Background: an optimization exercise with open tools, aiming at small area, a short achievable clock period and few clock cycles. Do not read the settings as production practice.
Function was checked by simulation only, so behaviour that the tests miss may differ from the original.
No activity file was given, so power comes from the tool's default toggle rates.

`run.sh`:
```
#!/bin/bash
# synth_recipe.tcl (not shown) runs the flow's synth.tcl, then flattens the netlist and writes it again
# the make line also repeats each setting of config.mk as NAME=value (left out here)
make -C /OpenROAD-flow-scripts/flow DESIGN_CONFIG=/design/flow/config.mk WORK_HOME=/design/flow/orfs CLKGATE_MAP_FILE= SYNTH_SCRIPT=/design/flow/synth_recipe.tcl finish
```
`config.mk`:
```
export PLATFORM = sky130hd
export DESIGN_NAME = ppm_p6_top
export DESIGN_NICKNAME = ppm_p6_top
export VERILOG_FILES = /design/flow/design.v
export SDC_FILE = /design/flow/constraint.sdc
export NUM_CORES = 4
export LEC_CHECK = 0
export CAP_MARGIN = 20
export CORE_MARGIN = 2
export CORE_UTILIZATION = 40
export CTS_BUF_LIST = sky130_fd_sc_hd__clkbuf_8
export PLACE_DENSITY = 0.6
export SETUP_SLACK_MARGIN = 3.0
export SLEW_MARGIN = 20
```
`constraint.sdc`:
```
create_clock -name core_clock -period 5.0 [get_ports {clk}]
set_input_delay 1.0000 -clock core_clock [delete_from_list [all_inputs] [get_ports {clk}]]
set_output_delay 1.0000 -clock core_clock [all_outputs]
set_load 0.01 [all_outputs]
```
`design.v`:
```
package ppm_p6_pkg;
    localparam logic [2:0] KIND_PIXEL        = 3'd0;
    localparam logic [2:0] KIND_HEADER       = 3'd1;
    localparam logic [2:0] KIND_FORMAT_ERROR = 3'd2;
    localparam logic [2:0] KIND_SIZE_ERROR   = 3'd3;
    localparam logic [2:0] KIND_TRUNCATED    = 3'd4;
    localparam logic [2:0] KIND_DONE         = 3'd5;
    localparam logic [1:0] PH_SKIP   = 2'd0;
    localparam logic [1:0] PH_TOKEN  = 2'd1;
    localparam logic [1:0] PH_PIXELS = 2'd2;
    localparam logic [1:0] PH_FIN    = 2'd3;
    localparam logic [1:0] MAGIC_NONE = 2'd0;
    localparam logic [1:0] MAGIC_P    = 2'd1;
    localparam logic [1:0] MAGIC_P6   = 2'd2;
    localparam logic [1:0] MAGIC_BAD  = 2'd3;
    localparam logic [7:0] CHAR_P     = 8'h50;
    localparam logic [7:0] CHAR_SIX   = 8'h36;
    localparam logic [7:0] CHAR_HASH  = 8'h23;
    localparam logic [7:0] CHAR_NL    = 8'h0A;
    localparam logic [7:0] CHAR_MINUS = 8'h2D;
    localparam logic [7:0] CHAR_PLUS  = 8'h2B;
endpackage
import ppm_p6_pkg::*;
module ppm_p6_stream_decoder
(
    input  logic        clk,
    input  logic        rst_n,
    input  logic        in_valid,
    output logic        in_stall,
    input  logic [7:0]  in_byte,
    input  logic        in_eos,
    output logic        out_valid,
    input  logic        out_stall,
    output logic [2:0]  out_kind,
    output logic [7:0]  out_red,
    output logic [7:0]  out_green,
    output logic [7:0]  out_blue,
    output logic [15:0] out_column,
    output logic [15:0] out_row,
    output logic [15:0] out_width,
    output logic [15:0] out_height,
    output logic        out_last,
    input  logic        cfg_write,
    input  logic        cfg_index,
    input  logic [15:0] cfg_data
);
    logic [15:0] max_width_reg;
    logic [15:0] max_height_reg;
    always_ff @(posedge clk or negedge rst_n)
    begin
        if (!rst_n)
        begin
            max_width_reg  <= 16'hFFFF;
            max_height_reg <= 16'hFFFF;
        end
        else if (cfg_write)
        begin
            if (cfg_index)
                max_height_reg <= cfg_data;
            else
                max_width_reg  <= cfg_data;
        end
    end
    logic        ir_v;
    logic [7:0]  ir_b;
    logic        ir_eos;
    logic        ir_sep;        
    logic        ir_hash;
    logic        ir_digit;
    logic [1:0]  ir_dh;         
    logic        ir_ns;         
    logic        ir_res;        
    logic        ir_pix;        
    logic        ir_wbad;       
    logic        ir_hbad;
    logic        stall_reg;
    logic [1:0]  phase_reg;
    logic [1:0]  tok_reg;
    logic        comment_reg;
    logic [1:0]  magic_reg;
    logic        ovf_reg;
    logic        digit_reg;
    logic        neg_reg;
    logic        stop_reg;
    logic [1:0]  m255_reg;      
    logic        m255_bad;      
    logic        fmt_bad_reg;
    logic        size_bad_reg;
    logic [15:0] width_reg;
    logic [15:0] height_reg;
    logic [1:0]  comp_reg;
    logic [7:0]  red_reg;
    logic [7:0]  green_reg;
    logic [15:0] col_reg;       
    logic [15:0] row_reg;
    logic        s_v;
    logic [2:0]  s_kind;
    logic        s_dbl;
    logic [23:0] s_rgb;
    logic        o_v;
    logic [2:0]  o_kind;
    logic        o_last;
    logic [23:0] o_rgb;
    logic [15:0] o_col;
    logic [15:0] o_row;
    logic [15:0] o_w;
    logic [15:0] o_h;
    logic [7:0]  c;
    logic        pen;
    logic        eos;
    logic        skip, tokp, pixp, fin;
    logic        t_char, t_first, t_close, t_sign;
    logic        c_start, c_end;
    logic        acc_digit, acc_clear;
    logic        hdr_close;
    logic        pix_out;
    logic        col_last, row_last;
    assign c    = ir_b;
    assign pen  = ir_v && !stall_reg;
    assign eos  = ir_eos;
    assign skip = (phase_reg == PH_SKIP);
    assign tokp = (phase_reg == PH_TOKEN);
    assign pixp = (phase_reg == PH_PIXELS);
    assign fin  = (phase_reg == PH_FIN);
    assign t_char    = !eos && !ir_sep && (tokp || (skip && !comment_reg));
    assign t_first   = t_char && skip;
    assign t_sign    = t_first && (c == CHAR_MINUS || c == CHAR_PLUS);
    assign t_close   = !eos && tokp && ir_sep;
    assign c_start   = !eos && skip && !comment_reg && ir_hash;
    assign c_end     = !eos && skip && comment_reg && (c == CHAR_NL);
    assign acc_digit = t_char && !t_sign && !stop_reg && ir_digit;
    assign acc_clear = eos || t_close;
    assign hdr_close = t_close && (tok_reg == 2'd3);
    assign pix_out   = !eos && pixp && (comp_reg == 2'd2);
    logic [15:0] acc_mul;
    logic        acc_big;
    logic [15:0] acc_sum;
    assign acc_sum = {col_reg[14:0], 1'b1} + {col_reg[12:0], ir_dh, c[3]};
    assign acc_mul = {acc_sum[15:1], c[0]};
    assign acc_big = (col_reg > 16'd6553) || (col_reg == 16'd6553 && c[3:0] > 4'd5);
    logic        hdr_fmt;
    logic        hdr_size;
    logic        hdr_good;
    assign hdr_fmt  = (magic_reg != MAGIC_P6) || fmt_bad_reg || neg_reg ||
                      m255_bad || (m255_reg != 2'd3);
    assign hdr_size = size_bad_reg || ir_wbad || ir_hbad;
    assign hdr_good = !hdr_fmt && !hdr_size;
    logic [2:0]  r_kind;
    logic        r_dbl;
    always_comb
    begin
        r_dbl = 1'b0;
        if (pixp && !eos)
        begin
            r_kind = KIND_PIXEL;
            r_dbl  = col_last && row_last;
        end
        else if (pixp)
            r_kind = KIND_TRUNCATED;
        else if (hdr_fmt || (tok_reg != 2'd3) || skip)
            r_kind = KIND_FORMAT_ERROR;
        else if (hdr_size)
            r_kind = KIND_SIZE_ERROR;
        else
        begin
            r_kind = KIND_HEADER;
            r_dbl  = eos;
        end
    end
    logic [1:0]  phase_n;
    logic [1:0]  tok_n;
    logic [1:0]  comp_n;
    always_comb
    begin
        phase_n = phase_reg;
        if (eos)
            phase_n = PH_SKIP;
        else if (t_char)
            phase_n = PH_TOKEN;
        else if (t_close)
            phase_n = (tok_reg != 2'd3) ? PH_SKIP : (hdr_good ? PH_PIXELS : PH_FIN);
        else if (pix_out && col_last && row_last)
            phase_n = PH_FIN;
        tok_n = tok_reg;
        if (eos)
            tok_n = 2'd0;
        else if (t_close && tok_reg != 2'd3)
            tok_n = tok_reg + 2'd1;
        comp_n = comp_reg;
        if (eos)
            comp_n = 2'd0;
        else if (hdr_close)
            comp_n = {1'b0, ir_hash};
        else if (pixp)
            comp_n = (comp_reg == 2'd2) ? 2'd0 : comp_reg + 2'd1;
    end
    logic        tokp_d;
    logic [1:0]  tok_d;
    logic        comp2_d;
    logic        in_sep, in_hash, in_digit;
    logic        ns_new, res_new, pix_new;
    assign tokp_d  = pen ? t_char || (tokp && !eos && !ir_sep) : tokp;
    assign tok_d   = pen ? tok_n : tok_reg;
    assign comp2_d = pen ? (pixp && !eos && comp_reg == 2'd1) : (comp_reg == 2'd2);
    assign in_hash = (in_byte == CHAR_HASH);
    assign in_sep  = (in_byte == 8'h20) || (in_byte >= 8'h09 && in_byte <= 8'h0D) || in_hash;
    assign in_digit = (in_byte[7:4] == 4'h3) && (in_byte[3:0] <= 4'd9);
    assign pix_new = !in_eos && comp2_d;
    assign ns_new  = in_eos || (tokp_d && in_sep) || comp2_d;
    assign res_new = pix_new || (!in_eos && tokp_d && in_sep && tok_d == 2'd3);
    logic        r_put;
    logic        take;
    logic        o_free;
    logic        o_en;
    logic        s_v_n;
    logic        o_v_n;
    logic        s_pix;
    logic        e_pix;
    logic        e_hdr;
    logic        adv;
    logic [2:0]  e_kind;
    logic        e_dbl;
    logic [23:0] e_rgb;
    assign r_put  = pen && (ir_res || (eos && !fin));
    assign take   = o_v && !out_stall;
    assign o_free = !o_v || (take && o_last);
    assign o_en   = !o_v || !out_stall;
    assign s_pix  = (s_kind == KIND_PIXEL);
    assign e_kind = s_v ? s_kind : r_kind;
    assign e_dbl  = s_v ? s_dbl  : r_dbl;
    assign e_rgb  = s_v ? s_rgb  : {red_reg, green_reg, c};
    assign e_pix  = s_v ? s_pix  : ir_pix;
    assign e_hdr  = s_v ? (s_kind == KIND_HEADER) : (tokp && tok_reg == 2'd3 && hdr_good);
    assign adv    = o_free && (s_v ? s_pix : (pen && ir_pix));
    assign s_v_n  = (s_v || r_put) && !o_free;
    assign o_v_n  = o_free ? (s_v || r_put) : 1'b1;
    logic in_fire;
    logic ir_v_n;
    logic ns_d;
    logic pix_d;
    assign in_fire = in_valid && !stall_reg;
    assign ir_v_n  = in_fire || (ir_v && !pen);
    assign ns_d    = in_fire ? ns_new : ir_ns;
    assign pix_d   = in_fire ? pix_new : ir_pix;
    always_ff @(posedge clk or negedge rst_n)
    begin
        if (!rst_n)
        begin
            ir_v      <= 1'b0;
            stall_reg <= 1'b0;
            s_v       <= 1'b0;
            o_v       <= 1'b0;
        end
        else
        begin
            ir_v      <= ir_v_n;
            stall_reg <= ir_v_n && ((ns_d && s_v_n) || (pix_d && s_v));
            s_v       <= s_v_n;
            o_v       <= o_v_n;
        end
    end
    always_ff @(posedge clk)
    begin
        if (!stall_reg)
        begin
            ir_b     <= in_byte;
            ir_eos   <= in_eos;
            ir_sep   <= in_sep;
            ir_hash  <= in_hash;
            ir_digit <= in_digit;
            ir_dh    <= {in_byte[2] | in_byte[3], in_byte[1] | in_byte[3]};
            ir_ns    <= ns_new;
            ir_res   <= res_new;
            ir_pix   <= pix_new;
            ir_wbad  <= (width_reg == 16'd0) || (width_reg > max_width_reg);
            ir_hbad  <= (height_reg == 16'd0) || (height_reg > max_height_reg);
        end
        if (r_put)
        begin
            s_kind <= r_kind;
            s_dbl  <= r_dbl;
            s_rgb  <= {red_reg, green_reg, c};
        end
        if (o_en)
        begin
            if (o_v && !o_last)
            begin
                o_kind <= (o_kind == KIND_PIXEL) ? KIND_DONE : KIND_TRUNCATED;
                o_last <= 1'b1;
                o_rgb  <= 24'd0;
                o_col  <= 16'd0;
                o_row  <= 16'd0;
                o_w    <= 16'd0;
                o_h    <= 16'd0;
            end
            else
            begin
                o_kind <= e_kind;
                o_last <= !e_dbl;
                o_rgb  <= e_pix ? e_rgb : 24'd0;
                o_col  <= e_pix ? col_reg : 16'd0;
                o_row  <= e_pix ? row_reg : 16'd0;
                o_w    <= e_hdr ? width_reg  : 16'd0;
                o_h    <= e_hdr ? height_reg : 16'd0;
            end
        end
    end
    always_ff @(posedge clk or negedge rst_n)
    begin
        if (!rst_n)
        begin
            phase_reg    <= PH_SKIP;
            tok_reg      <= 2'd0;
            comment_reg  <= 1'b0;
            magic_reg    <= MAGIC_NONE;
            col_reg      <= 16'd0;
            ovf_reg      <= 1'b0;
            digit_reg    <= 1'b0;
            neg_reg      <= 1'b0;
            stop_reg     <= 1'b0;
            m255_reg     <= 2'd0;
            m255_bad     <= 1'b0;
            fmt_bad_reg  <= 1'b0;
            size_bad_reg <= 1'b0;
            comp_reg     <= 2'd0;
        end
        else
        begin
            if (pen)
            begin
                phase_reg <= phase_n;
                tok_reg   <= tok_n;
                comp_reg  <= comp_n;
                if (eos)
                    comment_reg <= 1'b0;
                else if (c_start)
                    comment_reg <= 1'b1;
                else if (c_end)
                    comment_reg <= 1'b0;
                else if (t_close && tok_reg != 2'd3)
                    comment_reg <= ir_hash;
                if (eos)
                    magic_reg <= MAGIC_NONE;
                else if (t_char && tok_reg == 2'd0)
                    magic_reg <= t_first ? ((c == CHAR_P) ? MAGIC_P : MAGIC_BAD)
                                         : ((magic_reg == MAGIC_P && c == CHAR_SIX) ? MAGIC_P6 : MAGIC_BAD);
                if (acc_clear)
                begin
                    m255_reg <= 2'd0;
                    m255_bad <= 1'b0;
                end
                else if (acc_digit)
                begin
                    if (m255_reg == 2'd0 && c[3:0] == 4'd2)
                        m255_reg <= 2'd1;
                    else if ((m255_reg == 2'd1 || m255_reg == 2'd2) && c[3:0] == 4'd5)
                        m255_reg <= m255_reg + 2'd1;
                    else if (m255_reg != 2'd0 || c[3:0] != 4'd0)
                        m255_bad <= 1'b1;
                end
                if (acc_clear)
                begin
                    ovf_reg   <= 1'b0;
                    digit_reg <= 1'b0;
                    neg_reg   <= 1'b0;
                    stop_reg  <= 1'b0;
                end
                else if (t_char)
                begin
                    if (acc_digit)
                    begin
                        ovf_reg   <= ovf_reg || acc_big;
                        digit_reg <= 1'b1;
                    end
                    if (t_first && c == CHAR_MINUS)
                        neg_reg <= 1'b1;
                    if (!t_sign && !ir_digit)
                        stop_reg <= 1'b1;
                end
                if (eos)
                begin
                    fmt_bad_reg  <= 1'b0;
                    size_bad_reg <= 1'b0;
                end
                else if (t_close && (tok_reg == 2'd1 || tok_reg == 2'd2))
                begin
                    if (!digit_reg)
                        fmt_bad_reg <= 1'b1;
                    if (neg_reg || ovf_reg)
                        size_bad_reg <= 1'b1;
                end
            end
            if (pen && acc_clear)
                col_reg <= 16'd0;
            else if (pen && acc_digit)
                col_reg <= acc_mul;
            else if (adv)
                col_reg <= col_last ? 16'd0 : col_reg + 16'd1;
        end
    end
    always_ff @(posedge clk)
    begin
        if (pen && t_close && tok_reg == 2'd1)
            width_reg <= col_reg;
        if (pen && t_close && tok_reg == 2'd2)
            height_reg <= col_reg;
        if (pen && ((pixp && comp_reg == 2'd0) || (hdr_close && ir_hash)))
            red_reg <= c;
        if (pen && pixp && comp_reg == 2'd1)
            green_reg <= c;
        col_last <= (col_reg + 16'd1 == width_reg);
        row_last <= (row_reg + 16'd1 == height_reg);
        if (pen && hdr_close)
            row_reg <= 16'd0;
        else if (adv && col_last)
            row_reg <= row_reg + 16'd1;
    end
    assign in_stall   = stall_reg;
    assign out_valid  = o_v;
    assign out_kind   = o_kind;
    assign out_red    = o_rgb[23:16];
    assign out_green  = o_rgb[15:8];
    assign out_blue   = o_rgb[7:0];
    assign out_column = o_col;
    assign out_row    = o_row;
    assign out_width  = o_w;
    assign out_height = o_h;
    assign out_last   = o_last;
endmodule
module ppm_p6_top
(
    input  logic        clk,
    input  logic        rst_n,
    input  logic        in_valid,
    output logic        in_stall,
    input  logic [7:0]  in_byte,
    input  logic        in_eos,
    output logic        out_valid,
    input  logic        out_stall,
    output logic [2:0]  out_kind,
    output logic [7:0]  out_red,
    output logic [7:0]  out_green,
    output logic [7:0]  out_blue,
    output logic [15:0] out_column,
    output logic [15:0] out_row,
    output logic [15:0] out_width,
    output logic [15:0] out_height,
    output logic        out_last,
    input  logic        cfg_write,
    input  logic        cfg_index,
    input  logic [15:0] cfg_data
);
    ppm_p6_stream_decoder u_dec (
        .clk        (clk),
        .rst_n      (rst_n),
        .in_valid   (in_valid),
        .in_stall   (in_stall),
        .in_byte    (in_byte),
        .in_eos     (in_eos),
        .out_valid  (out_valid),
        .out_stall  (out_stall),
        .out_kind   (out_kind),
        .out_red    (out_red),
        .out_green  (out_green),
        .out_blue   (out_blue),
        .out_column (out_column),
        .out_row    (out_row),
        .out_width  (out_width),
        .out_height (out_height),
        .out_last   (out_last),
        .cfg_write  (cfg_write),
        .cfg_index  (cfg_index),
        .cfg_data   (cfg_data)
    );
endmodule
```
==> results by group, run 1 <==
CTS
  – TritonCTS clock tree: done
  – CTS Buf Count: 46
  – Worst-Skew Late Latency: 560 ps
  – CTS H-tree lvls: 2
  – # clock sinks: 275
  – CTS max path bufs: 3
  – Clk root buf: clkbuf_8
  – Clock Pin Slew Worst Setup and Hold Paths: 60 ps

Pwr
  – Combinational fraction of design power: 16.6%
  – Clock power frac: 36.6%
  – Sw Pwr: 1.66 mW
  – Int Power: 4.45 mW
  – Leak pwr: 7.09 nW
  – Net Sw Frac: 27.2%
  – Total power: 6.10 mW
  – Sequential share of power: 46.7%
  – Peak supply drop: 0.000179 V
  – Cell area power density: 342 mW/mm^2

Layout
  – Antenna Cells: 0
  – Final Cell Area: 0.0178 sq mm
  – Commonest cells after routing, fill and taps aside: edfxtp_1, buf_4, buf_2, nor2_1, inv_1
  – Layout Nets: 1536
  – Fin cells: 1933
  – Most common cell after layout, fill and taps aside: edfxtp_1
  – Post-layout util: 53.2%
  – Top flop regs: u_dec.o_rgb x24, u_dec.s_rgb x24
  – Share of cells above drive strength 1: 34.1%
  – Area grow syn2layout: 30.6%

Setup path
  – R2r startpoint: u_dec.ir_b[3]
  – Worst setup EP type: flop
  – Crit path DAT: 2730 ps
  – Crit start category: flop
  – Setup CP Type: reg2reg
  – Max FO, Critical Path: 5
  – Worst reg2reg endpoint: u_dec.col_reg[14]
  – FF-to-FF path depth: 7
  – R2R setup slack: 2690 ps
  – Worst EP required: 5430 ps

Global routing
  – Pin count of the biggest net entering global routing: 93
  – First-pass GRT wire length: 57600 um
  – Initial antenna violation count: 1
  – Overflow after GRT: 0
  – GRT Util Overall: 20.7%
  – Vias in the first global route: 10100

Logic synthesis
  – Synthesized area: 0.0137 sq mm
  – Net Count, Synth: 1287
  – Yosys warning count: 1
  – #FFs+latches synth: 275
  – Gate Count Post-Synth: 1199
  – Synth area leader: edfxtp_1
  – Syn Area/Cell: 11.4 sq um
  – Yosys cell types: 76
  – Top post-synthesis cells by area: edfxtp_1, dfrtp_1, dfstp_2, ha_1, xnor2_1
  – Ys async rst share: 25.5%
  – EDFF count, synth: 187
  – Sequential area share after synthesis: 56.9%
  – Primary FF master, synth: edfxtp_1
  – Post-synth top area share: 41.1%

Route
  – DR WL/cell: 20.1 um
  – Routed Antenna Nets: 0
  – Detailed-route DRC error count: 0
  – Initial DRC count: 876
  – Via count: 10500
  – WL final: 38800 um
  – Drt first pass iters: 6
  – Vias per cell: 5.44

Floorplan
  – Ports: 125
  – CORE AREA: 0.0335 sq mm
  – Starting Density: 40.7%
  – Die Height: 189 um
  – Die width: 189 um
  – Site Rows: 67
  – Die area: 0.0356 sq mm

Placed design
  – RePlAce Congestion: 0.876
  – DP Cell Count: 1729
  – IO Port Bufs: 124
  – Placed cell area: 0.0154 sq mm
  – DP HPWL: 23600 um

Hold path
  – Worst hold start: u_dec.green_reg[5]
  – Worst Hold End: u_dec.s_rgb[13]
  – Hold path depth: 0
  – Worst min path class: reg2reg

Timing
  – Max-slew headroom: 42.8%
  – Setup TNS: 0 ps
  – Max frequency: 0.434 GHz
  – Final setup vio count: 0
  – Worst Skew: 24.4 ps
  – Slew @ Worst Pin: 857 ps
  – Crit share post-route: 46.1%
  – RSZ-0062 raised after global routing: yes
  – Fin crit period: 2310 ps
  – Slew Viols, Final: 0
  – Hold violation total from the final report: 0

Job
  – Maxcap violations: 0

Status
  – Status: timing/DRC/antenna clean
cell type report:
class / count / area [sq um]
clock buffer: 58 / 798
clock inverter: 27 / 254
fill: 2960 / 15700
inverter: 66 / 250
multi-input combinational: 810 / 6300
sequential: 275 / 7810
tap: 448 / 561
timing repair buffer: 249 / 1860
synthesized netlist by cell type (18+ instances only):
cell type  count
edfxtp_1     187
nor2_1        96
nand2_1       72
inv_1         65
a21oi_1       60
o21ai_0       60
and2_1        56
ha_1          56
xnor2_1       42
clkbuf_1      39
dfrtp_1       38
dfstp_2       32
nand3_1       31
nor3_1        31
mux2i_1       29
xor2_1        22
nand4_1       20
nor4_1        19
dfxtp_1       18
mux2_2        18
per-layer routing:
layer | vias to the layer above | global-route usage [%] | routed length [um]
met3 | 87 | 3.91 | 2500
li1 | 4916 | - | -
met4 | 0 | 6.73 | 969
met1 | 5149 | 28.1 | 16900
met5 | - | 0 | 0
met2 | 359 | 33.4 | 18400
power by group through the flow:
stage	logic, mW	clock network [mW]	registers [mW]
after detailed placement	0.895	0	2.92
after floorplan	0.494	0	2.89
final	1.02	2.23	2.85
after global placement	0.878	0	2.92
after global routing	1.10	2.38	2.87
after CTS	0.939	2.28	2.85
repair_timing:
action | 4_1_cts | 5_1_grt
pin swaps | 23 | 56
setup buffers | 53 | 54
setup endpoints to repair | 387 | 254
resized for setup | 480 | 121
cloned | 3 | 9
hold buffers | 0 | 0
through the flow:
step / setup WS, ps / hold slack [ps]
after floorplan: 2850 / 426
after global placement: 1600 / 433
after detailed placement: 1560 / 436
after CTS: 2660 / 450
after global routing: 2640 / 457
final: 2690 / 448
worst max path at each step:
stage | start | to | slack (ps) | cells after the start
2_1_floorplan | out_stall | u_dec.col_reg[10] | 2850 | 6
3_3_place_gp | out_stall | u_dec.col_reg[5] | 1600 | 7
3_5_place_dp | out_stall | u_dec.col_reg[5] | 1560 | 7
4_1_cts | u_dec.ir_b[3] | u_dec.col_reg[14] | 2660 | 7
5_1_grt | u_dec.col_reg[13] | u_dec.col_last | 2640 | 6
6_report | u_dec.ir_b[3] | u_dec.col_reg[14] | 2690 | 7
critical path, stage by stage (launching register included):
cell and delay, ps:
edfxtp_1 480, fa_2 430, a211oi_4 270, o21ai_2 100
a2111o_1 380, a31oi_1 160, xor2_1 260, o22ai_1 110
cell families after synthesis:
| group | count (synthesis) | synth area share, % |
|---|---|---|
| AO/OA/AOI/OAI | 218 | 10.0 |
| XOR/XNOR | 64 | 4.11 |
| adder cells (fa/ha/maj) | 57 | 5.28 |
| buffers and inverters | 119 | 3.59 |
| flip-flops | 275 | 56.9 |
| multiplexers | 47 | 3.61 |
| AND/OR/NAND/NOR | 419 | 16.5 |
Testbench counts, summed over its fixed seeds: cycles 66,959.
==> inputs of run 2 (changes only) <==
--- a/config.mk
+++ b/config.mk
@@ -11,4 +11,4 @@
 export CTS_BUF_LIST = sky130_fd_sc_hd__clkbuf_8
-export PLACE_DENSITY = 0.6
-export SETUP_SLACK_MARGIN = 3.0
+export PLACE_DENSITY = 0.45
+export SETUP_SLACK_MARGIN = 2.8
 export SLEW_MARGIN = 20
==> run 2 against run 1 <==
Via count shrank 5.1%. Final cell count shrank 2.3%. Highest routed layer unchanged. Synthesized cell count is the same. Critical endpoint is now u_dec.row_last. Worst hold slack gained 3.0 ps. Routed wire length shrank 2.8%. Utilization shrank 2.6 points. Worst setup slack gained 6.0 ps. Die area is the same.
==> results by group, run 2 <==
Status
  – Status: timing/DRC/antenna clean

Logic synthesis
  – Net Count, Synth: 1287 (unchanged)
  – Syn Area/Cell: 11.4 sq um (unchanged)
  – Gate Count Post-Synth: 1199 (unchanged)
  – Top post-synthesis cells by area: edfxtp_1, dfrtp_1, dfstp_2, ha_1, xnor2_1
  – Primary FF master, synth: edfxtp_1
  – Yosys cell types: 76 (unchanged)
  – Synthesized area: 0.0137 sq mm (unchanged)
  – Post-synth top area share: 41.1% (unchanged)
  – EDFF count, synth: 187 (unchanged)
  – #FFs+latches synth: 275 (unchanged)
  – Synth area leader: edfxtp_1
  – Top cells by count, synth: edfxtp_1, nor2_1, nand2_1
  – Ys async rst share: 25.5% (unchanged)
  – Sequential area share after synthesis: 56.9% (unchanged)
  – Most frequent cell after synthesis: edfxtp_1
  – Yosys warning count: 1 (unchanged)

Placed design
  – IO Port Bufs: 124 (unchanged)
  – DP HPWL: 25000 um (+5.8%)
  – RePlAce Congestion: 0.833 (-4.9%)
  – Placed cell area: 0.0154 sq mm (-0.39%)
  – DP Cell Count: 1734 (+0.29%)
  – Place WS: 1510 ps (-56.7 ps)

Route
  – Drt first pass iters: 5 (-1)
  – Detailed-route DRC error count: 0 (unchanged)
  – WL final: 37700 um (-2.8%)
  – Via count: 9975 (-5.1%)
  – Vias per cell: 5.28 (-2.9%)
  – Routed Antenna Nets: 0 (unchanged)
  – Initial DRC count: 593 (-32%)
  – DR WL/cell: 20.0 um (-0.52%)

Layout
  – Most common cell after layout, fill and taps aside: edfxtp_1
  – Share of cells above drive strength 1: 27.9% (-6.2 points)
  – Fin cells: 1889 (-2.3%)
  – Final Cell Area: 0.0170 sq mm (-4.9%)
  – Top flop regs: u_dec.o_rgb x24, u_dec.s_rgb x24
  – Post-layout util: 50.6% (-2.6 points)
  – FF/Latch Area: 0.00781 sq mm (about the same)
  – Fill cells: 3072 (+3.8%)
  – Commonest cells after routing, fill and taps aside: edfxtp_1, nor2_1, inv_1, buf_2
  – Footprint of the multi-input gates: 0.00594 sq mm (-5.7%)
  – Area grow syn2layout: 24.3%
  – Layout Nets: 1490 (-3.0%)

Pwr
  – Int Power: 4.10 mW (-7.8%)
  – Sw Pwr: 1.64 mW (-1.0%)
  – Peak supply drop: 0.000180 V (+0.50%)
  – Net Sw Frac: 28.6% (+1.4 points)
  – Total power: 5.74 mW (-6.0%)
  – Clock power frac: 33.8% (-2.8 points)
  – Combinational fraction of design power: 16.7% (about the same)
  – Cell area power density: 338 mW/mm^2 (-1.2%)
  – Sequential share of power: 49.5% (+2.8 points)
  – Leak pwr: 6.76 nW (-4.7%)

CTS
  – Cts hold-fix bufs: 0 (unchanged)
  – Worst-Skew Late Latency: 610 ps (+50 ps)
  – Clk root buf: clkbuf_8
  – # clock sinks: 275 (unchanged)
  – Clock Pin Slew Worst Setup and Hold Paths: 60 ps (about the same)
  – CTS H-tree lvls: 2 (unchanged)
  – TritonCTS clock tree: done
  – CTS Buf Count: 48 (+4.3%)
  – CTS max path bufs: 3 (unchanged)

Setup path
  – Max FO, Critical Path: 5 (unchanged)
  – R2r startpoint: u_dec.row_reg[0]
  – Worst setup EP type: flop
  – Setup CP Type: reg2reg
  – R2R setup slack: 2700 ps (about the same)
  – FF-to-FF path depth: 7 (unchanged)
  – Worst reg2reg endpoint: u_dec.row_last
  – Crit start category: flop
  – Worst EP required: 5470 ps (+40 ps)
  – Crit path DAT: 2770 ps (+40 ps)

Global routing
  – Initial antenna violation count: 0 (-1)
  – Overflow after GRT: 0 (unchanged)
  – Vias in the first global route: 9973 (-1.3%)
  – Pin count of the biggest net entering global routing: 38 (-59%)
  – First-pass GRT wire length: 57700 um (+0.23%)
  – GRT Util Overall: 21.0% (+0.33 points)

Timing
  – Final setup vio count: 0 (unchanged)
  – RSZ-0062 raised after global routing: yes
  – Final Hold Slack: 451 ps (+2.99 ps)
  – Final WS setup: 2700 ps (+6.04 ps)
  – Max frequency: 0.435 GHz (+0.26%)
  – Setup TNS: 0 ps (unchanged)
  – Crit share post-route: 46.0% (-0.12 points)
  – Fin crit period: 2300 ps (-6.04 ps)
  – Slew Viols, Final: 0 (unchanged)
  – Slew @ Worst Pin: 960 ps (+103 ps)
  – Worst Skew: 48.9 ps (+24.5 ps)
  – Max-slew headroom: 36.0% (-6.8 points)
  – Hold violation total from the final report: 0 (unchanged)

Job
  – Maxcap violations: 0 (unchanged)

Hold path
  – Worst Hold End: u_dec.s_rgb[9]
  – Worst min path class: reg2reg
  – Hold path depth: 0 (unchanged)
  – Worst hold start: u_dec.green_reg[1]

Floorplan
  – Site Rows: 67 (unchanged)
  – Die area: 0.0356 sq mm (unchanged)
  – Starting Density: 40.7% (unchanged)
  – Die width: 189 um (unchanged)
  – Die Height: 189 um (unchanged)
  – Ports: 125 (unchanged)
  – CORE AREA: 0.0335 sq mm (unchanged)
-- run 2: changes by cell type in the layout (fill, tap and decap cells not counted), moves of 6 or more --
cell / change
buf_4: -30
buf_2: -18
clkinv_1: +10
ha_4: -9
buf_6: -8
ha_1: +8
clkbuf_8: -7
inv_1: +7
a21oi_1: +6
clkbuf_2: +6
nor2_1: +6
-- run 2: layer usage --
layer	GRT usage [%]	share of wire (%)	vias up
li1	-	-	4808
met1	29.3	48	4856
met2	33.2	46	238
met3	3.48	4.3	73
met4	7.12	2.7	0
met5	0	0	-
-- run 2: critical path, stage by stage, from the launching register on --
cell      delay (ps)
dfxtp_4          370
ha_4             190
nand2b_1         160
o211ai_1         110
a31oi_1          110
or4_4            520
or4_4            510
a221oi_4         240
-- run 2: layout make-up --
class,instances,area share (%)
tap,448,3.30
timing repair buffer,205,8.91
clock inverter,37,1.08
multi-input combinational,806,35.0
sequential,275,46.1
antenna,1,0.0148
clock buffer,51,4.14
inverter,66,1.46
-- run 2: kinds of logic (layout without fill, tap and decap cells) --
| logic type | after synthesis | after routing | synth area share (%) |
|---|---|---|---|
| XOR/XNOR | 64 | 64 | 4.11 |
| multiplexers | 47 | 47 | 3.61 |
| flip-flops | 275 | 275 | 56.9 |
| adder cells (fa/ha/maj) | 57 | 57 | 5.28 |
| buffers and inverters | 119 | 359 | 3.59 |
| other | 0 | 1 | 0 |
| AND/OR/NAND/NOR | 419 | 420 | 16.5 |
| AO/OA/AOI/OAI | 218 | 218 | 10.0 |
-- run 2: repair_timing --
action,in CTS,in global routing
cloned,0,2
pin swaps,21,18
resized for setup,424,81
setup endpoints to repair,208,122
buffers inserted,53,11
-- run 2: worst max path at each step --
stage | startpoint | end | slack (ps) | cells past startpoint
after global routing | u_dec.col_reg[2] | u_dec.col_reg[14] | 2590 | 7
final | u_dec.row_reg[0] | u_dec.row_last | 2700 | 7
after CTS | u_dec.height_reg[2] | u_dec.row_last | 2700 | 7
after global placement | out_stall | u_dec.col_reg[5] | 1500 | 7
after detailed placement | out_stall | u_dec.col_reg[5] | 1510 | 7
after floorplan | out_stall | u_dec.col_reg[10] | 2800 | 6
-- run 2: power by group through the flow --
| stage | Combinational [mW] | Sequential (mW) | Clock [mW] |
|---|---|---|---|
| after global routing | 1.06 | 2.86 | 2.10 |
| final | 0.956 | 2.84 | 1.94 |
| after global placement | 0.900 | 2.92 | 0 |
| after CTS | 0.932 | 2.84 | 2.01 |
| after detailed placement | 0.902 | 2.92 | 0 |
| after floorplan | 0.487 | 2.89 | 0 |
==> inputs of run 3 (changes only) <==
--- a/config.mk
+++ b/config.mk
@@ -11,3 +11,3 @@
 export CTS_BUF_LIST = sky130_fd_sc_hd__clkbuf_8
-export PLACE_DENSITY = 0.45
+export PLACE_DENSITY = 0.55
 export SETUP_SLACK_MARGIN = 2.8
==> run 3 against run 2 <==
Still clean on timing, DRC and antenna. Combinational power hardly changed. Critical path depth is 1 higher. Worst setup slack worse by 32 ps. Flip-flop and latch count stayed put. Synthesized cell count stayed put. Global-route usage is 0.37 points lower. Maximum frequency is 1.4% lower. Largest power group unchanged. Highest routed layer unchanged.
==> results by group, run 3 <==
Status
  – Status: timing/DRC/antenna clean

CTS
  – Cts hold-fix bufs: 0 (unchanged)
  – TritonCTS clock tree: done
  – # clock sinks: 275 (unchanged)
  – Worst-Skew Late Latency: 570 ps (-40 ps)
  – CTS Buf Count: 47 (-2.1%)
  – CTS max path bufs: 3 (unchanged)
  – Clock Pin Slew Worst Setup and Hold Paths: 70 ps (about the same)
  – CTS H-tree lvls: 2 (unchanged)
  – Clk root buf: clkbuf_8

Setup path
  – CP dominant cell by count: buf_6
  – Max FO, Critical Path: 3 (-2)
  – Crit path DAT: 2810 ps (+40 ps)
  – Worst reg2reg endpoint: u_dec.col_reg[10]
  – Critical Path Max Stage Delay: 420 ps (-100 ps)
  – CP max-delay cell: edfxtp_1
  – FF-to-FF path depth: 8 (+1)
  – Setup CP Type: reg2reg
  – Crit path launch: u_dec.ir_b[3]
  – Worst setup EP type: flop
  – R2R setup slack: 2670 ps (-30 ps)
  – Worst EP required: 5480 ps (about the same)
  – R2r startpoint: u_dec.ir_b[3]
  – CP endpoint: u_dec.col_reg[10]
  – Critical path depth: 8 (+1)
  – Crit-path leading delay family: simple AND/OR/NAND/NOR gates
  – CP Buf/Inv Count: 2 (+2)
  – CP cell instances: buf_6, or3b_4, nor4_4, nor3_2, buf_6, or3_4, o32a_1, o21ai_0
  – Crit start category: flop

Route
  – WL final: 36800 um (-2.4%)
  – Initial DRC count: 777 (+31%)
  – Drt first pass iters: 7 (+2)
  – DR WL/cell: 19.5 um (-2.4%)
  – Via count: 10100 (+1.2%)
  – Routed Antenna Nets: 0 (unchanged)
  – Detailed-route DRC error count: 0 (unchanged)
  – Vias per cell: 5.34 (+1.2%)

Timing
  – Final Hold Slack: 426 ps (-24.5 ps)
  – Worst Skew: 23.4 ps (-25.5 ps)
  – Max frequency: 0.429 GHz (-1.4%)
  – RSZ-0062 raised after global routing: yes
  – Slew Viols, Final: 0 (unchanged)
  – Hold violation total from the final report: 0 (unchanged)
  – Max-slew headroom: 43.7% (+7.7 points)
  – Fin crit period: 2330 ps (+31.9 ps)
  – Crit share post-route: 46.6% (+0.64 points)
  – Slew @ Worst Pin: 844 ps (-116 ps)
  – Final setup vio count: 0 (unchanged)
  – Setup TNS: 0 ps (unchanged)
  – Final WS setup: 2670 ps (-31.9 ps)

Global routing
  – Overflow after GRT: 0 (unchanged)
  – First-pass GRT wire length: 57100 um (-0.98%)
  – Pin count of the biggest net entering global routing: 78 (+110%)
  – Vias in the first global route: 10100 (+1.2%)
  – Initial antenna violation count: 0 (unchanged)
  – GRT Util Overall: 20.6% (-0.37 points)

Placed design
  – DP Cell Count: 1731 (-0.17%)
  – IO Port Bufs: 124 (unchanged)
  – RePlAce Congestion: 0.884 (+6.1%)
  – Place WS: 1570 ps (+63.3 ps)
  – DP HPWL: 23700 um (-5.5%)

Logic synthesis
  – Top cells by count, synth: edfxtp_1, nor2_1, nand2_1
  – Post-synth top area share: 41.1% (unchanged)
  – Synthesized area: 0.0137 sq mm (unchanged)
  – Top post-synthesis cells by area: edfxtp_1, dfrtp_1, dfstp_2, ha_1, xnor2_1
  – Syn Area/Cell: 11.4 sq um (unchanged)
  – Net Count, Synth: 1287 (unchanged)
  – Gate Count Post-Synth: 1199 (unchanged)
  – Primary FF master, synth: edfxtp_1
  – Synth area leader: edfxtp_1
  – Sequential area share after synthesis: 56.9% (unchanged)
  – Ys async rst share: 25.5% (unchanged)
  – Most frequent cell after synthesis: edfxtp_1
  – Yosys warning count: 1 (unchanged)
  – Yosys cell types: 76 (unchanged)
  – EDFF count, synth: 187 (unchanged)
  – #FFs+latches synth: 275 (unchanged)

Floorplan
  – Die area: 0.0356 sq mm (unchanged)
  – Die width: 189 um (unchanged)
  – Die Height: 189 um (unchanged)
  – Ports: 125 (unchanged)
  – Site Rows: 67 (unchanged)
  – CORE AREA: 0.0335 sq mm (unchanged)
  – Starting Density: 40.7% (unchanged)

Layout
  – Antenna Cells: 0 (-1)
  – Commonest cells after routing, fill and taps aside: edfxtp_1, nor2_1, inv_1, nand2_1, buf_4
  – Most common cell after layout, fill and taps aside: edfxtp_1
  – Top flop regs: u_dec.o_rgb x24, u_dec.s_rgb x24
  – Area grow syn2layout: 25.6%
  – Fin cells: 1889 (unchanged)
  – Share of cells above drive strength 1: 27.8% (-0.16 points)
  – Layout Nets: 1491 (+0.067%)

Pwr
  – Peak supply drop: 0.000177 V (-1.4%)
  – Cell area power density: 343 mW/mm^2 (+1.4%)
  – Total power: 5.88 mW (+2.5%)
  – Leak pwr: 6.72 nW (-0.59%)

Job
  – Maxcap violations: 0 (unchanged)

Hold path
  – Worst min path class: in2async
-- run 3: cell count changes in the layout (fill, tap and decap cells not counted), moves of 4 or more --
cell / delta
inv_1: -6
clkdlybuf4s15_1: +17
buf_2: -31
clkbuf_2: +16
dlygate4sd2_1: +4
-- run 3: worst reg2reg max path: stages (launching register included) --
cell and delay (ps):
edfxtp_1 420, buf_6 130, or3b_4 390, nor4_4 350
nor3_2 80, buf_6 140, or3_4 390, o32a_1 280
o21ai_0 80
-- run 3: kinds of logic (layout without fill, tap and decap cells) --
kind of cell | after synthesis | in the layout | share of synthesized area, %
and+or+nand+nor | 419 | 421 | 16.5
buffers and inverters | 119 | 359 | 3.59
adders and majority gates | 57 | 57 | 5.28
xor gates and xnor gates | 64 | 64 | 4.11
DFF | 275 | 275 | 56.9
muxes | 47 | 47 | 3.61
AOI/OAI and AO/OA | 218 | 218 | 10.0
-- run 3: what timing repair did --
| action | in CTS | in global routing |
|---|---|---|
| resized for setup | 371 | 99 |
| cloned | 3 | 0 |
| pin swaps | 38 | 30 |
| setup endpoints to repair | 259 | 136 |
| setup buffers | 56 | 12 |
-- run 3: worst min path at each step --
stage	from	end
floorplan	u_dec.green_reg[2]	u_dec.s_rgb[10]
global placement	u_dec.red_reg[7]	u_dec.s_rgb[23]
detailed placement	u_dec.red_reg[2]	u_dec.s_rgb[18]
CTS	u_dec.red_reg[1]	u_dec.s_rgb[17]
global route	rst_n	u_dec.o_v
finish	rst_n	u_dec.o_v
-- run 3: metrics by stage --
stage	cell area [sq um]	utilization (%)
finish	17100	51.1
detailed placement	15300	45.8
global route	17100	51.1
CTS	17100	50.9
floorplan	13700	-
global placement	15300	45.8
-- run 3: layer usage --
metal  share of wire, %  up-vias  global-route usage [%]
li1                   -     4806                       -
met1                 46     4878                    28.8
met2                 46      324                    32.4
met3                5.6       85                    3.63
met4                3.1        0                    7.15
met5                  0        -                       0
-- run 3: report_power, final --
| part | switching (mW) | internal [mW] | leakage [nW] |
|---|---|---|---|
| sequential | 0.148 | 2.70 | 2.88 |
| combinational | 0.547 | 0.410 | 3.31 |
| clock | 0.922 | 1.15 | 0.531 |
| total | 1.62 | 4.26 | 6.72 |
-- run 3: area by class of cell --
cell class | instances | area, sq um
Multi-Input combinational cell | 807 | 5970
Fill cell | 3008 | 16400
Clock inverter | 36 | 265
Timing Repair Buffer | 206 | 1590
Inverter | 66 | 248
Tap cell | 448 | 561
Clock buffer | 51 | 702
Sequential cell | 275 | 7810
==> inputs of run 4 (changes only) <==
--- a/config.mk
+++ b/config.mk
@@ -11,3 +11,3 @@
 export CTS_BUF_LIST = sky130_fd_sc_hd__clkbuf_8
-export PLACE_DENSITY = 0.55
+export PLACE_DENSITY = 0.6
 export SETUP_SLACK_MARGIN = 2.8
==> run 4 against run 3 <==
Still clean. Clock skew up 17 ps. Register-to-register slack is essentially flat. Critical endpoint is now u_dec.col_reg[14]. Critical path depth stayed put. Worst hold slack gained 23 ps. Largest cell class unchanged. Highest routed layer unchanged. First-iteration DRC count down 9.5%.
==> results by group, run 4 <==
Status
  – Status: timing/DRC/antenna clean

Timing
  – Crit share post-route: 46.4% (-0.27 points)
  – Max-slew headroom: 43.5% (-0.18 points)
  – Slew @ Worst Pin: 848 ps (+3.57 ps)
  – Setup TNS: 0 ps (unchanged)
  – Fin crit period: 2320 ps (-13.5 ps)
  – Worst Skew: 40.1 ps (+16.6 ps)
  – Final setup vio count: 0 (unchanged)
  – RSZ-0062 raised after global routing: yes
  – Final Hold Slack: 450 ps (+23.4 ps)
  – Hold violation total from the final report: 0 (unchanged)
  – Slew Viols, Final: 0 (unchanged)
  – Max frequency: 0.431 GHz (+0.58%)

Layout
  – Post-layout util: 50.3% (-0.85 points)
  – Most common cell after layout, fill and taps aside: edfxtp_1
  – Antenna Cells: 0 (unchanged)
  – Commonest cells after routing, fill and taps aside: edfxtp_1, nor2_1, inv_1, buf_4, nand2_1
  – Layout Nets: 1488 (-0.20%)
  – Share of cells above drive strength 1: 26.0% (-1.8 points)
  – Top flop regs: u_dec.o_rgb x24, u_dec.s_rgb x24
  – Area grow syn2layout: 23.5%
  – Fill cells: 3019 (+0.37%)

Global routing
  – Initial antenna violation count: 1 (+1)
  – Vias in the first global route: 10100 (-0.18%)
  – First-pass GRT wire length: 57200 um (about the same)
  – Overflow after GRT: 0 (unchanged)
  – GRT Util Overall: 20.5% (-0.11 points)
  – Pin count of the biggest net entering global routing: 45 (-42%)

Pwr
  – Combinational fraction of design power: 16.6% (+0.3 points)
  – Sw Pwr: 1.61 mW (-0.33%)
  – Net Sw Frac: 28.4% (+0.91 points)
  – Clock power frac: 33.1% (-2.2 points)
  – Leak pwr: 6.66 nW (-0.84%)
  – Peak supply drop: 0.000146 V (-17%)
  – Cell area power density: 337 mW/mm^2 (-1.9%)
  – Total power: 5.67 mW (-3.5%)
  – Sequential share of power: 50.3% (+1.9 points)
  – Int Power: 4.06 mW (-4.7%)

Logic synthesis
  – Adder-cell share of the synthesized area: 5.28% (unchanged)
  – Top post-synthesis cells by area: edfxtp_1, dfrtp_1, dfstp_2, ha_1, xnor2_1
  – Post-synthesis mux area share: 3.61% (unchanged)
  – Top cells by count, synth: edfxtp_1, nor2_1, nand2_1
  – Most frequent cell after synthesis: edfxtp_1
  – Net Count, Synth: 1287 (unchanged)
  – EDFF count, synth: 187 (unchanged)
  – Sequential area share after synthesis: 56.9% (unchanged)
  – Ys async rst share: 25.5% (unchanged)
  – Main combinational cell family by area after synthesis: simple AND/OR/NAND/NOR gates
  – Post-synth top area share: 41.1% (unchanged)
  – Syn Area/Cell: 11.4 sq um (unchanged)
  – Gate Count Post-Synth: 1199 (unchanged)
  – #FFs+latches synth: 275 (unchanged)
  – Yosys cell types: 76 (unchanged)
  – XOR/XNOR Fraction of Synth Area: 4.11% (unchanged)
  – Synthesized area: 0.0137 sq mm (unchanged)
  – Post-Synth Simple-Gate Area: 16.5% (unchanged)
  – Post-synthesis compound-gate area fraction: 10.0% (unchanged)
  – Synth area leader: edfxtp_1
  – Primary FF master, synth: edfxtp_1
  – Yosys warning count: 1 (unchanged)

Setup path
  – CP cell instances: buf_4, fa_2, a211oi_4, o21ai_2, a2111o_1, a31oi_1, xor2_1, o22ai_1
  – Worst EP required: 5460 ps (-20 ps)
  – CP max-delay cell: a2111o_1
  – Critical Path Max Stage Delay: 390 ps (-30 ps)
  – Setup CP Type: reg2reg
  – Crit path DAT: 2780 ps (-30 ps)
  – Crit-path leading delay family: compound AO/OA/AOI/OAI gates
  – Max FO, Critical Path: 3 (unchanged)
  – Worst setup EP type: flop
  – Crit start category: flop
  – CP Buf/Inv Count: 1 (-1)

Route
  – Initial DRC count: 703 (-9.5%)
  – Drt first pass iters: 5 (-2)
  – Via count: 10100 (+0.35%)
  – DR WL/cell: 19.5 um (+0.12%)
  – WL final: 36700 um (-0.15%)
  – Vias per cell: 5.38 (+0.61%)
  – Detailed-route DRC error count: 0 (unchanged)
  – Routed Antenna Nets: 0 (unchanged)

Floorplan
  – Starting Density: 40.7% (unchanged)
  – Die area: 0.0356 sq mm (unchanged)
  – Site Rows: 67 (unchanged)
  – Ports: 125 (unchanged)
  – Die Height: 189 um (unchanged)
  – CORE AREA: 0.0335 sq mm (unchanged)
  – Die width: 189 um (unchanged)

CTS
  – CTS H-tree lvls: 2 (unchanged)
  – Cts hold-fix bufs: 0 (unchanged)
  – Clk root buf: clkbuf_8
  – TritonCTS clock tree: done
  – Worst-Skew Late Latency: 590 ps (+20 ps)
  – # clock sinks: 275 (unchanged)
  – CTS Buf Count: 45 (-4.3%)
  – Clock Pin Slew Worst Setup and Hold Paths: 60 ps (about the same)
  – CTS max path bufs: 3 (unchanged)

Placed design
  – DP HPWL: 23600 um (-0.18%)
  – IO Port Bufs: 124 (unchanged)
  – RePlAce Congestion: 0.878 (-0.60%)

Hold path
  – Worst min path class: reg2reg

Job
  – Maxcap violations: 0 (unchanged)
==> run 4: layer usage <==
metal	track usage [%]	vias up	wire length (um)
met1	28.6	4920	16700
met5	0	-	0
met3	3.26	83	1960
li1	-	4798	-
met2	32.6	327	17100
met4	7.15	0	961
==> run 4: worst reg2reg max path, cell delays in order (launching register included) <==
cell and delay (ps):
edfxtp_1 380, buf_4 150, fa_2 370, a211oi_4 260, o21ai_2 110, a2111o_1 390, a31oi_1 170, xor2_1 260
o22ai_1 110
==> run 4: kinds of logic (layout without fill, tap and decap cells) <==
kind of cell,after synthesis,in the layout
mux,47,47
flops,275,275
fa+ha+maj,57,57
buf+inv,119,354
xor+xnor,64,64
compound gates,218,218
simple gates,419,421
==> run 4: final cells by class <==
class / count / area [sq um] / area share (%)
multi-input cells: 807 / 5860 / 34.7
flip-flops and latches: 275 / 7800 / 46.3
well taps: 448 / 561 / 3.32
clock buffers: 49 / 674 / 4.00
clock inverters: 34 / 180 / 1.07
inverters: 66 / 248 / 1.47
repair buffers: 205 / 1540 / 9.13
==> run 4: per-stage QoR <==
step	instance area [sq um]	instances	setup slack, ps
after floorplan	13700	1199	2800
after global placement	15300	1731	1660
after global routing	16900	1884	2610
final	16900	1884	2680
after detailed placement	15300	1731	1540
after CTS	16700	1862	2700
==> run 4: repair_timing <==
| item | 4_1_cts | 5_1_grt |
|---|---|---|
| setup buffers | 45 | 22 |
| gates cloned | 3 | 0 |
| resized for setup | 387 | 63 |
| pin swaps | 19 | 22 |
| endpoints found under the setup margin | 297 | 111 |
==> run 4: path summary, 6_finish.rpt <==
check                      depth (start not counted)             start           endpoint  slack [ps]
max                                                8     u_dec.ir_b[3]  u_dec.col_reg[14]        2680
min                                                0  u_dec.red_reg[7]    u_dec.s_rgb[23]         450
max reg2reg                                        8     u_dec.ir_b[3]  u_dec.col_reg[14]        2680
min reg2reg                                        0  u_dec.red_reg[7]    u_dec.s_rgb[23]         450
max in group asynchronous                          2             rst_n          u_dec.o_v        3560
min in group asynchronous                          1             rst_n   u_dec.col_reg[6]         530
==> run 4: power groups by stage <==
stage	clock [mW]	combinational (mW)	sequential, mW
after detailed placement	0	0.894	2.92
after CTS	1.92	0.925	2.85
final	1.88	0.942	2.86
after floorplan	0	0.487	2.89
after global routing	2.02	1.03	2.88
after global placement	0	0.877	2.92
==> inputs of run 5 (changes only) <==
--- a/config.mk
+++ b/config.mk
@@ -9,5 +9,5 @@
 export CORE_MARGIN = 2
-export CORE_UTILIZATION = 40
+export CORE_UTILIZATION = 30
 export CTS_BUF_LIST = sky130_fd_sc_hd__clkbuf_8
-export PLACE_DENSITY = 0.6
+export PLACE_DENSITY = 0.5
 export SETUP_SLACK_MARGIN = 2.8
==> run 5 against run 4 <==
Non-clock buffer count up 9. Power up 5.1%. Routed wire length increased by 8.6%. Final cell count up 8.7%. Die area increased by 33%. Clock-buffer cell count grew 7. Synthesized cell count did not move. Clock power grew 13%. Flip-flop and latch count stayed put. Still clean on timing, DRC and antenna. First-iteration DRC count decreased by 14%. Design area up 2.6%. Largest power group unchanged.
==> results by group, run 5 <==
Logic synthesis
  – Gate Count Post-Synth: 1199 (unchanged)
  – Sequential area share after synthesis: 56.9% (unchanged)
  – Most frequent cell after synthesis: edfxtp_1
  – #FFs+latches synth: 275 (unchanged)
  – Net Count, Synth: 1287 (unchanged)
  – EDFF count, synth: 187 (unchanged)
  – Yosys warning count: 1 (unchanged)
  – Primary FF master, synth: edfxtp_1
  – Syn Area/Cell: 11.4 sq um (unchanged)
  – Post-synth top area share: 41.1% (unchanged)
  – Top post-synthesis cells by area: edfxtp_1, dfrtp_1, dfstp_2, ha_1, xnor2_1
  – Yosys cell types: 76 (unchanged)
  – Top cells by count, synth: edfxtp_1, nor2_1, nand2_1
  – Synthesized area: 0.0137 sq mm (unchanged)
  – Ys async rst share: 25.5% (unchanged)
  – Synth area leader: edfxtp_1

CTS
  – Clock Pin Slew Worst Setup and Hold Paths: 70 ps (about the same)
  – TritonCTS clock tree: done
  – Clk root buf: clkbuf_8
  – CTS H-tree lvls: 2 (unchanged)
  – CTS max path bufs: 3 (unchanged)
  – Worst-Skew Late Latency: 590 ps (about the same)
  – Cts hold-fix bufs: 0 (unchanged)
  – # clock sinks: 275 (unchanged)
  – CTS Buf Count: 47 (+4.4%)

Setup path
  – Setup CP Type: reg2reg
  – CP max-delay cell: dfrtp_2
  – Crit path DAT: 2790 ps (about the same)
  – Max FO, Critical Path: 3 (unchanged)
  – Worst setup EP type: flop
  – Crit start category: flop
  – Critical Path Max Stage Delay: 400 ps (about the same)
  – CP cell instances: buf_4, fa_2, a211oi_4, o21ai_2, a2111o_1, a31oi_2, xor2_1, o22ai_1
  – Crit path launch: u_dec.col_reg[0]
  – R2r startpoint: u_dec.col_reg[0]
  – Worst EP required: 5460 ps (about the same)
  – Crit-path leading delay family: compound AO/OA/AOI/OAI gates
  – CP Buf/Inv Count: 1 (unchanged)

Route
  – Routed Antenna Nets: 0 (unchanged)
  – DR WL/cell: 19.5 um (about the same)
  – WL final: 39900 um (+8.6%)
  – Initial DRC count: 606 (-14%)
  – Drt first pass iters: 5 (unchanged)
  – Vias per cell: 4.96 (-7.7%)
  – Detailed-route DRC error count: 0 (unchanged)
  – Via count: 10200 (+0.31%)

Floorplan
  – Site Rows: 78 (+16%)
  – Die area: 0.0472 sq mm (+33%)
  – Die Height: 217 um (+15%)
  – Die width: 217 um (+15%)
  – Ports: 125 (unchanged)
  – CORE AREA: 0.0452 sq mm (+35%)
  – Starting Density: 30.2% (-10 points)

Layout
  – Layout Nets: 1498 (+0.67%)
  – Antenna Cells: 0 (unchanged)
  – Final Cell Area: 0.0173 sq mm (+2.6%)
  – Area grow syn2layout: 26.8%
  – Post-layout util: 38.3% (-12 points)
  – Share of cells above drive strength 1: 29.5% (+3.5 points)
  – Commonest cells after routing, fill and taps aside: edfxtp_1, buf_2, nor2_1, inv_1, buf_4
  – Most common cell after layout, fill and taps aside: edfxtp_1
  – Top flop regs: u_dec.o_rgb x24, u_dec.s_rgb x24
  – Fin cells: 2048 (+8.7%)

Hold path
  – Worst hold start: u_dec.green_reg[5]
  – Worst min path class: reg2reg

Placed design
  – Place WS: 1590 ps (+44.7 ps)
  – RePlAce Congestion: 0.901 (+2.6%)
  – DP Cell Count: 1886 (+9.0%)
  – DP HPWL: 26400 um (+12%)
  – Placed cell area: 0.0156 sq mm (+1.5%)
  – IO Port Bufs: 124 (unchanged)

Job
  – Maxcap violations: 0 (unchanged)

Timing
  – Worst Skew: 26.8 ps (-13.2 ps)
  – RSZ-0062 raised after global routing: yes
  – Final Hold Slack: 451 ps (+1.68 ps)
  – Max frequency: 0.429 GHz (-0.56%)
  – Slew @ Worst Pin: 881 ps (+33.4 ps)
  – Final setup vio count: 0 (unchanged)
  – Slew Viols, Final: 0 (unchanged)
  – Hold violation total from the final report: 0 (unchanged)
  – Crit share post-route: 46.6% (+0.26 points)
  – Final WS setup: 2670 ps (-13.1 ps)
  – Setup TNS: 0 ps (unchanged)
  – Fin crit period: 2330 ps (+13.1 ps)
  – Max-slew headroom: 41.3% (-2.2 points)

Status
  – Status: timing/DRC/antenna clean

Global routing
  – First-pass GRT wire length: 61000 um (+6.6%)
  – Initial antenna violation count: 0 (-1)
  – GRT Util Overall: 16.7% (-3.8 points)
  – Vias in the first global route: 10300 (+2.5%)
  – Overflow after GRT: 0 (unchanged)
  – Pin count of the biggest net entering global routing: 58 (+29%)

Pwr
  – Total power: 5.97 mW (+5.1%)
  – Leak pwr: 6.86 nW (+3.0%)
  – Peak supply drop: 0.000142 V (-2.5%)
  – Cell area power density: 345 mW/mm^2 (+2.4%)
==> run 5: final cells by class <==
cell class	instances	area (sq um)
Clock inverter	31	206
Timing Repair Buffer	214	1560
Multi-Input combinational cell	806	5960
Tap cell	600	751
Sequential cell	275	7810
Fill cell	4426	27900
Clock buffer	56	771
Inverter	66	248
==> run 5: repair_timing <==
item	in CTS	in global routing
hold endpoints to repair	0	0
pin swaps	28	22
cloned	2	0
endpoints found under the setup margin	290	113
resized for setup	467	57
setup buffers	58	15
==> run 5: power breakdown <==
part           switching (mW)  internal, mW
clock network           0.947          1.17
logic                   0.580         0.424
registers               0.142          2.70
total                    1.67          4.30
==> run 5: routing by layer <==
metal	up-vias	part of all wire [%]	track usage [%]
met5	-	0	0
met4	0	3.0	6.16
met3	84	5.4	2.91
met2	278	46	26.5
met1	4979	45	23.0
li1	4818	-	-
==> run 5: kinds of logic (layout without fill, tap and decap cells) <==
kind of cell | after synthesis | in the layout | share of synthesized area [%]
AOI/OAI and AO/OA | 218 | 218 | 10.0
and+or+nand+nor | 419 | 420 | 16.5
muxes | 47 | 47 | 3.61
buffers and inverters | 119 | 367 | 3.59
xor gates and xnor gates | 64 | 64 | 4.11
DFF | 275 | 275 | 56.9
adders and majority gates | 57 | 57 | 5.28
==> run 5: path summary, 6_finish.rpt <==
check / end / slack, ps / cells after the start
worst min-delay path: u_dec.s_rgb[13] / 450 / 0
worst max register to register: u_dec.col_reg[14] / 2670 / 8
max in group asynchronous: u_dec.phase_reg[0] / 3550 / 2
min in group asynchronous: u_dec.col_reg[12] / 530 / 1
worst min register to register: u_dec.s_rgb[13] / 450 / 0
worst max-delay path: u_dec.col_reg[14] / 2670 / 8
==> run 5: worst register-to-register path: stages (launching register included) <==
cell      delay, ps
dfrtp_2         400
buf_4           150
fa_2            390
a211oi_4        240
o21ai_2         100
a2111o_1        390
a31oi_2         200
xor2_1          240
o22ai_1         110
==> inputs of run 6 (changes only) <==
--- a/config.mk
+++ b/config.mk
@@ -9,6 +9,6 @@
 export CORE_MARGIN = 2
-export CORE_UTILIZATION = 30
+export CORE_UTILIZATION = 40
 export CTS_BUF_LIST = sky130_fd_sc_hd__clkbuf_8
 export PLACE_DENSITY = 0.5
-export SETUP_SLACK_MARGIN = 2.8
+export SETUP_SLACK_MARGIN = 2.7
 export SLEW_MARGIN = 20
==> run 6 against run 5 <==
Combinational power is 7% lower. Non-clock buffer count is 14 lower. Final cell count is 7.9% lower. Routed wire length is 4.7% lower. Synthesized cell count stayed put. Critical path type unchanged. Critical endpoint unchanged. Highest routed layer unchanged.
==> results by group, run 6 <==
Status
  – Status: timing/DRC/antenna clean

Hold path
  – Hold path depth: 0 (unchanged)
  – Worst Hold End: u_dec.s_rgb[16]
  – Worst min path class: reg2reg
  – Worst hold start: u_dec.red_reg[0]

CTS
  – TritonCTS clock tree: done
  – Clock Pin Slew Worst Setup and Hold Paths: 70 ps (about the same)
  – CTS H-tree lvls: 2 (unchanged)
  – Clk root buf: clkbuf_8
  – CTS max path bufs: 3 (unchanged)
  – CTS Buf Count: 48 (+2.1%)
  – Cts hold-fix bufs: 0 (unchanged)
  – Worst-Skew Late Latency: 580 ps (about the same)
  – # clock sinks: 275 (unchanged)

Global routing
  – Vias in the first global route: 10100 (-2.1%)
  – Pin count of the biggest net entering global routing: 56 (-3.4%)
  – Initial antenna violation count: 0 (unchanged)
  – First-pass GRT wire length: 58700 um (-3.7%)
  – Overflow after GRT: 0 (unchanged)
  – GRT Util Overall: 21.3% (+4.6 points)

Logic synthesis
  – Ys async rst share: 25.5% (unchanged)
  – #FFs+latches synth: 275 (unchanged)
  – Net Count, Synth: 1287 (unchanged)
  – Most frequent cell after synthesis: edfxtp_1
  – Yosys warning count: 1 (unchanged)
  – Top post-synthesis cells by area: edfxtp_1, dfrtp_1, dfstp_2, ha_1, xnor2_1
  – Gate Count Post-Synth: 1199 (unchanged)
  – Top cells by count, synth: edfxtp_1, nor2_1, nand2_1
  – Post-synth top area share: 41.1% (unchanged)
  – Synth area leader: edfxtp_1
  – Primary FF master, synth: edfxtp_1
  – Synthesized area: 0.0137 sq mm (unchanged)
  – Yosys cell types: 76 (unchanged)
  – Syn Area/Cell: 11.4 sq um (unchanged)
  – EDFF count, synth: 187 (unchanged)
  – Sequential area share after synthesis: 56.9% (unchanged)

Setup path
  – Crit path launch: u_dec.ir_b[3]
  – Worst reg2reg endpoint: u_dec.col_reg[14]
  – Crit start category: flop
  – Max FO, Critical Path: 3 (unchanged)
  – R2r startpoint: u_dec.ir_b[3]
  – Worst EP required: 5460 ps (about the same)
  – FF-to-FF path depth: 8 (unchanged)
  – Crit path DAT: 2810 ps (+20 ps)
  – Worst setup EP type: flop
  – Setup CP Type: reg2reg
  – R2R setup slack: 2650 ps (-20 ps)

Placed design
  – Place WS: 1390 ps (-200 ps)
  – Placed cell area: 0.0153 sq mm (-1.5%)
  – DP Cell Count: 1733 (-8.1%)
  – RePlAce Congestion: 0.825 (-8.4%)
  – IO Port Bufs: 124 (unchanged)
  – DP HPWL: 25100 um (-4.9%)

Route
  – Detailed-route DRC error count: 0 (unchanged)
  – Routed Antenna Nets: 0 (unchanged)
  – Via count: 10000 (-1.4%)
  – Initial DRC count: 657 (+8.4%)
  – Drt first pass iters: 7 (+2)
  – WL final: 38000 um (-4.7%)
  – DR WL/cell: 20.2 um (+3.5%)
  – Vias per cell: 5.31 (+7.1%)

Floorplan
  – Ports: 125 (unchanged)
  – Site Rows: 67 (-14%)
  – Die Height: 189 um (-13%)
  – Starting Density: 40.7% (+10 points)
  – Die area: 0.0356 sq mm (-25%)
  – CORE AREA: 0.0335 sq mm (-26%)
  – Die width: 189 um (-13%)

Layout
  – Most common cell after layout, fill and taps aside: edfxtp_1
  – Fin cells: 1886 (-7.9%)
  – Fill cells: 3086 (-30%)
  – Top flop regs: u_dec.o_rgb x24, u_dec.s_rgb x24
  – Area grow syn2layout: 26.5%
  – Final Cell Area: 0.0173 sq mm (-0.21%)
  – Commonest cells after routing, fill and taps aside: edfxtp_1, nor2_1, inv_1, dlygate4sd2_1, nand2_1
  – Share of cells above drive strength 1: 21.3% (-8.2 points)
  – Post-layout util: 51.5% (+13 points)
  – Layout Nets: 1486 (-0.80%)
  – Antenna Cells: 0 (unchanged)

Timing
  – Max-slew headroom: 35.4% (-5.8 points)
  – Max frequency: 0.425 GHz (-0.89%)
  – Hold violation total from the final report: 0 (unchanged)
  – Final Hold Slack: 447 ps (-4.00 ps)
  – Final setup vio count: 0 (unchanged)
  – Worst Skew: 23.2 ps (-3.65 ps)
  – Crit share post-route: 47.0% (+0.42 points)
  – Slew Viols, Final: 0 (unchanged)
  – Slew @ Worst Pin: 969 ps (+87.7 ps)
  – Fin crit period: 2350 ps (+21.0 ps)
  – RSZ-0062 raised after global routing: yes
  – Final WS setup: 2650 ps (-21.0 ps)
  – Setup TNS: 0 ps (unchanged)

Pwr
  – Cell area power density: 343 mW/mm^2 (-0.43%)
  – Leak pwr: 6.95 nW (+1.2%)
  – Peak supply drop: 0.000195 V (+37%)
  – Total power: 5.93 mW (-0.64%)

Job
  – Maxcap violations: 0 (unchanged)
[run 6: cell count changes in the layout (fill, tap and decap cells not counted), sizes merged]
cell,previous run,this run
buf,183,78
clkbuf,56,58
clkdlybuf4s15,1,8
clkdlybuf4s50,24,26
clkinv,12,9
clkinvlp,0,2
dlygate4sd2,5,83
dlymetal6s2s,0,2
inv,82,86
nor2,96,97
[run 6: critical path, stage by stage (launching register included)]
cell	delay, ps
edfxtp_1	400
buf_4	160
fa_2	380
a211oi_4	290
o21ai_2	110
a2111o_1	410
a31oi_2	160
xor2_1	220
o22ai_1	100
[run 6: final cells by class]
class	count	area (sq um)	area share (%)
clock buffers	56	771	4.46
clock inverters	34	234	1.35
multi-input cells	807	5890	34.1
well taps	448	561	3.25
repair buffers	200	1760	10.2
flip-flops and latches	275	7820	45.3
inverters	66	248	1.43
[run 6: worst max path at each step]
stage                             end
floorplan           u_dec.col_reg[14]
global placement     u_dec.col_reg[5]
detailed placement   u_dec.col_reg[7]
CTS                 u_dec.m255_reg[0]
global route        u_dec.col_reg[14]
finish              u_dec.col_reg[14]
[run 6: power breakdown]
part | switching, mW | internal, mW | leakage [nW] | total, mW
Combinational | 0.527 | 0.408 | 3.49 | 0.935
Sequential | 0.158 | 2.70 | 2.88 | 2.86
Clock | 0.951 | 1.18 | 0.580 | 2.13
Total | 1.64 | 4.29 | 6.95 | 5.93
[run 6: cell families after synthesis]
logic type | after synthesis | share of synthesized area, %
AO/OA/AOI/OAI | 218 | 10.0
adder cells (fa/ha/maj) | 57 | 5.28
flip-flops | 275 | 56.9
XOR/XNOR | 64 | 4.11
multiplexers | 47 | 3.61
buffers and inverters | 119 | 3.59
AND/OR/NAND/NOR | 419 | 16.5
[run 6: what timing repair did]
action / 4_1_cts / 5_1_grt
resized for setup: 185 / 58
pin swaps: 13 / 28
cloned: 2 / 1
buffers inserted: 45 / 15
setup endpoints to repair: 255 / 69
hold endpoints to repair: 0 / 0
[run 6: routing by layer]
layer	vias to the layer above	part of all wire (%)	GRT usage, %
met3	64	3.9	3.28
li1	4794	-	-
met4	0	1.9	5.20
met5	-	0	0
met2	234	46	34.5
met1	4924	48	30.0

re-timing with driven ports:
In the flow no input, the clock included, has a driving cell. The finished layouts below were timed again as built, in two steps.
Step 1 assumes that a clkbuf_16 drives the clock port and a buf_2 every other input.
Step 2 also shifts input and output timing later by t, the mid clock arrival at the registers, as if the neighbouring blocks saw the same clock.
Three values: ideal ports, drivers, drivers and shift; two values: the first two.
run | shift t [ns] | slack for setup (ns) | latest minus earliest clock arrival (ns) | worst slew at a driven data input, ns
run 1 | 0.595 | 2.694 / 2.694 / 2.195 | 0.029 / 0.029 | 0.05
run 2 | 0.633 | 2.700 / 2.700 / 2.218 | 0.052 / 0.052 | 0.09
run 3 | 0.599 | 2.668 / 2.668 / 2.227 | 0.024 / 0.023 | 0.05
run 4 | 0.613 | 2.682 / 2.682 / 2.223 | 0.042 / 0.043 | 0.05
run 5 | 0.623 | 2.669 / 2.669 / 2.242 | 0.027 / 0.027 | 0.05
run 6 | 0.613 | 2.648 / 2.648 / 2.184 | 0.024 / 0.025 | 0.05
After both steps setup and hold are still met in every run listed. For run 1, which loses most, drivers alone change the setup slack by 0.000 ns; drivers and shift together by -0.499 ns.
